From an optimization exercise on the open Yosys and OpenROAD flow, aimed at a short achievable clock period and few clock cycles; shortcuts taken in it are not production practice. In this exercise RTL edits were held to simulation tests only and were not proved equivalent to the original. Power figures rest on the tool's default switching activity, not on a simulated workload.

Setup of east:
==> flow/design.v <==
package dcache_pkg;
    localparam int LINES_DEF = 16;
    localparam int WORDS_DEF = 4;
    localparam int OFFSET_W = $clog2(WORDS_DEF);
    localparam int INDEX_W = $clog2(LINES_DEF);
    localparam int TAG_W = 30 - OFFSET_W - INDEX_W;
endpackage
module dcache_data_array
#(
    parameter int LINES = dcache_pkg::LINES_DEF,
    parameter int WORDS = dcache_pkg::WORDS_DEF,
    localparam int AW = $clog2(LINES * WORDS)
) (
    input  logic          clock,
    input  logic          we,
    input  logic [AW-1:0] waddr,
    input  logic [31:0]   wdata,
    input  logic [AW-1:0] raddr,
    output logic [31:0]   rdata
);
    logic [31:0] mem [LINES*WORDS];
    always_ff @(posedge clock) begin
        if (we) mem[waddr] <= wdata;
    end
    assign rdata = mem[raddr];
endmodule
module dcache_ctrl
#(
    parameter int LINES = dcache_pkg::LINES_DEF,
    parameter int WORDS = dcache_pkg::WORDS_DEF
) (
    input  logic        clock,
    input  logic        reset,
    input  logic        cpu_req,
    input  logic        cpu_we,
    input  logic [31:0] cpu_addr,
    input  logic [31:0] cpu_wdata,
    output logic [31:0] cpu_rdata,
    output logic        cpu_ready,
    output logic        cpu_busy,
    input  logic        flush,
    output logic        mem_req,
    output logic        mem_we,
    output logic [31:0] mem_addr,
    output logic [31:0] mem_wdata,
    input  logic [31:0] mem_rdata,
    input  logic        mem_ack,
    output logic [15:0] hit_count,
    output logic [15:0] miss_count
);
    localparam int OW = $clog2(WORDS);
    localparam int IW = $clog2(LINES);
    localparam int TW = 30 - OW - IW;
    logic idle_q;                  
    logic rdy_q;                   
    logic mreq_q;                  
    logic refill_q;                
    logic shit_q;                  
    logic end_q;                   
    logic [15:0] hit_prev;         
    logic miss_q;                  
    logic byp_q;                   
    logic [OW-1:0] cnt_q;          
    logic [TW-1:0] tags [LINES];
    logic [LINES-1:0] valid;
    logic [31:0] rdata_q;
    logic [31:0] arr_rdata;
    logic [LINES-1:0] match;
    logic hit, accept, ack, arr_we;
    logic [TW-1:0] tag;
    logic [IW-1:0] idx;
    logic [OW-1:0] off;
    logic unused_addr_bits;
    assign unused_addr_bits = ^cpu_addr[1:0];
    assign tag = cpu_addr[31 -: TW];
    assign idx = cpu_addr[2+OW +: IW];
    assign off = cpu_addr[2 +: OW];
    always_comb begin
        for (int i = 0; i < LINES; i++) match[i] = valid[i] && tags[i] == tag;
    end
    assign hit = match[idx];
    assign accept = idle_q && cpu_req && !flush;
    assign ack = mreq_q && mem_ack;
    assign mem_req = mreq_q || (accept && cpu_we);
    assign mem_we = cpu_we;
    assign mem_addr = {cpu_addr[31:2+OW], cpu_we ? off : cnt_q, 2'b00};
    assign mem_wdata = cpu_wdata;
    assign cpu_ready = rdy_q || (mem_ack && end_q);
    assign cpu_rdata = rdata_q;
    assign arr_we = ack && (refill_q || shit_q);
    dcache_data_array #(.LINES(LINES), .WORDS(WORDS)) u_data (
        .clock(clock),
        .we(arr_we),
        .waddr({idx, refill_q ? cnt_q : off}),
        .wdata(refill_q ? mem_rdata : cpu_wdata),
        .raddr({idx, off}),
        .rdata(arr_rdata)
    );
    always_ff @(posedge clock) begin
        rdata_q <= byp_q ? mem_rdata : arr_rdata;
        if (accept) shit_q <= hit;
        if (accept) hit_prev <= hit_count;
        if (ack && refill_q && cnt_q == OW'(WORDS - 1)) tags[idx] <= tag;
    end
    always_ff @(posedge clock) begin
        if (reset) begin
            idle_q <= 1'b1;
            rdy_q <= 1'b0;
            cpu_busy <= 1'b0;
            mreq_q <= 1'b0;
            refill_q <= 1'b0;
            end_q <= 1'b0;
            byp_q <= 1'b0;
            miss_q <= 1'b0;
            cnt_q <= '0;
            valid <= '0;
            hit_count <= '0;
            miss_count <= '0;
        end else begin
            if (idle_q && flush) valid <= '0;
            rdy_q <= 1'b0;
            if (accept) begin
                idle_q <= 1'b0;
                cpu_busy <= 1'b1;
                if (cpu_we) begin
                    mreq_q <= 1'b1;
                    end_q <= 1'b1;
                end else begin
                    hit_count <= hit_count + 16'(hit_count != 16'hFFFF);
                    if (hit) rdy_q <= 1'b1;
                    else begin
                        mreq_q <= 1'b1;
                        refill_q <= 1'b1;
                    end
                end
            end
            miss_q <= accept && !cpu_we && !hit;
            if (miss_q) begin
                hit_count <= hit_prev;
                miss_count <= miss_count + 16'(miss_count != 16'hFFFF);
            end
            if (rdy_q) begin
                idle_q <= 1'b1;
                cpu_busy <= 1'b0;
            end
            if (ack) begin
                if (refill_q) begin
                    cnt_q <= cnt_q + 1'b1;
                    end_q <= cnt_q == OW'(WORDS - 2) && off != OW'(WORDS - 1);
                    byp_q <= cnt_q == OW'(WORDS - 2) && off == OW'(WORDS - 1);
                end
                if (byp_q) rdy_q <= 1'b1;
                if (end_q || byp_q) begin
                    idle_q <= !byp_q;
                    cpu_busy <= byp_q;
                    mreq_q <= 1'b0;
                    refill_q <= 1'b0;
                    end_q <= 1'b0;
                    byp_q <= 1'b0;
                    if (refill_q) valid[idx] <= 1'b1;
                end
            end
        end
    end
endmodule
==> flow/config.mk <==
export PLATFORM = sky130hd
export DESIGN_NAME = dcache_ctrl
export DESIGN_NICKNAME = dcache_ctrl
export VERILOG_FILES = /design/flow/design.v
export SDC_FILE = /design/flow/constraint.sdc
export NUM_CORES = 4
export LEC_CHECK = 0
export ABC_CLOCK_PERIOD_IN_PS = 1000
export CAP_MARGIN = 20
export CORE_MARGIN = 2
export CORE_UTILIZATION = 50
export CTS_CLUSTER_DIAMETER = 60
export CTS_CLUSTER_SIZE = 25
export SETUP_SLACK_MARGIN = 3.1
export SLEW_MARGIN = 20
==> flow/constraint.sdc <==
create_clock -name core_clock -period 6.0 [get_ports {clock}]
set_input_delay 1.2000 -clock core_clock [delete_from_list [all_inputs] [get_ports {clock}]]
set_output_delay 1.2000 -clock core_clock [all_outputs]
set_load 0.01 [all_outputs]
run.sh (not shown) runs the stock make flow with config.mk's settings and CLKGATE_MAP_FILE= SYNTH_SCRIPT=/design/flow/synth_recipe.tcl, a recipe that flattens the netlist after the stock synthesis.
east went all the way through synthesis, placement and routing and the layout is clean on timing, DRC and antenna.
Testbench counts of east, summed over its fixed seeds: cycles 90,878.
Inputs modified between east and south:
# east
export LEC_CHECK = 0
export ABC_CLOCK_PERIOD_IN_PS = 1000
export CAP_MARGIN = 20
export CORE_MARGIN = 2
export CORE_UTILIZATION = 50
export CTS_CLUSTER_DIAMETER = 60
export CTS_CLUSTER_SIZE = 25
export SETUP_SLACK_MARGIN = 3.1
export SLEW_MARGIN = 20
create_clock -name core_clock -period 6.0 [get_ports {clock}]
# south
export LEC_CHECK = 0
export ABC_CLOCK_PERIOD_IN_PS = 1000
export CAP_MARGIN = 20
export CORE_MARGIN = 2
export CORE_UTILIZATION = 40
export CTS_CLUSTER_DIAMETER = 60
export CTS_CLUSTER_SIZE = 25
export SETUP_SLACK_MARGIN = 3.1
export SLEW_MARGIN = 20
create_clock -name core_clock -period 6.0 [get_ports {clock}]
Findings:
- Summary of the comparison: cell count is higher in south, relative to east.
- Diff east and south: number of buffers created by CTS higher in south
- Comparing south with east, the sequential fraction of total cell area came out essentially unchanged.
- Between east and south, the power consumption does not differ in any meaningful way.
- Compared to east, south has wire length of the first global-routing pass 3.4% lower.
- Changes observed in south relative to east: number of diodes lost 1, placed instance area went up by about 0.7%, logic gate share of total power fell 0.4 points, wire length shrank by about 4%.

static timing again, ports no longer ideal:
How much do the figures lean on ideal ports? The routed layouts below were timed once more, with nothing changed but the port constraints. Step 1, drivers: a clkbuf_16 drives clock and a buf_2 each remaining input, both assumed. Step 2 also shifts input and output timing later by t, the mid clock arrival at the registers, as if the neighbouring blocks saw the same clock. Slacks: ideal / step 1 / step 2; pairs: ideal / step 1.
run	t (ns)	slack for setup (ns)	worst setup path after step 2	worst register clock-pin slew, ns	worst slew at a driven data input, ns
east	0.925	2.808 / 2.660 / 1.735	input to register	0.10 / 0.10	0.32
south	0.915	2.906 / 2.727 / 1.811	input to register	0.10 / 0.10	0.40
After both steps every run listed still meets setup and hold. The setup slack of south, which loses most, moves by -0.179 ns with the drivers and by -1.095 ns with both steps.
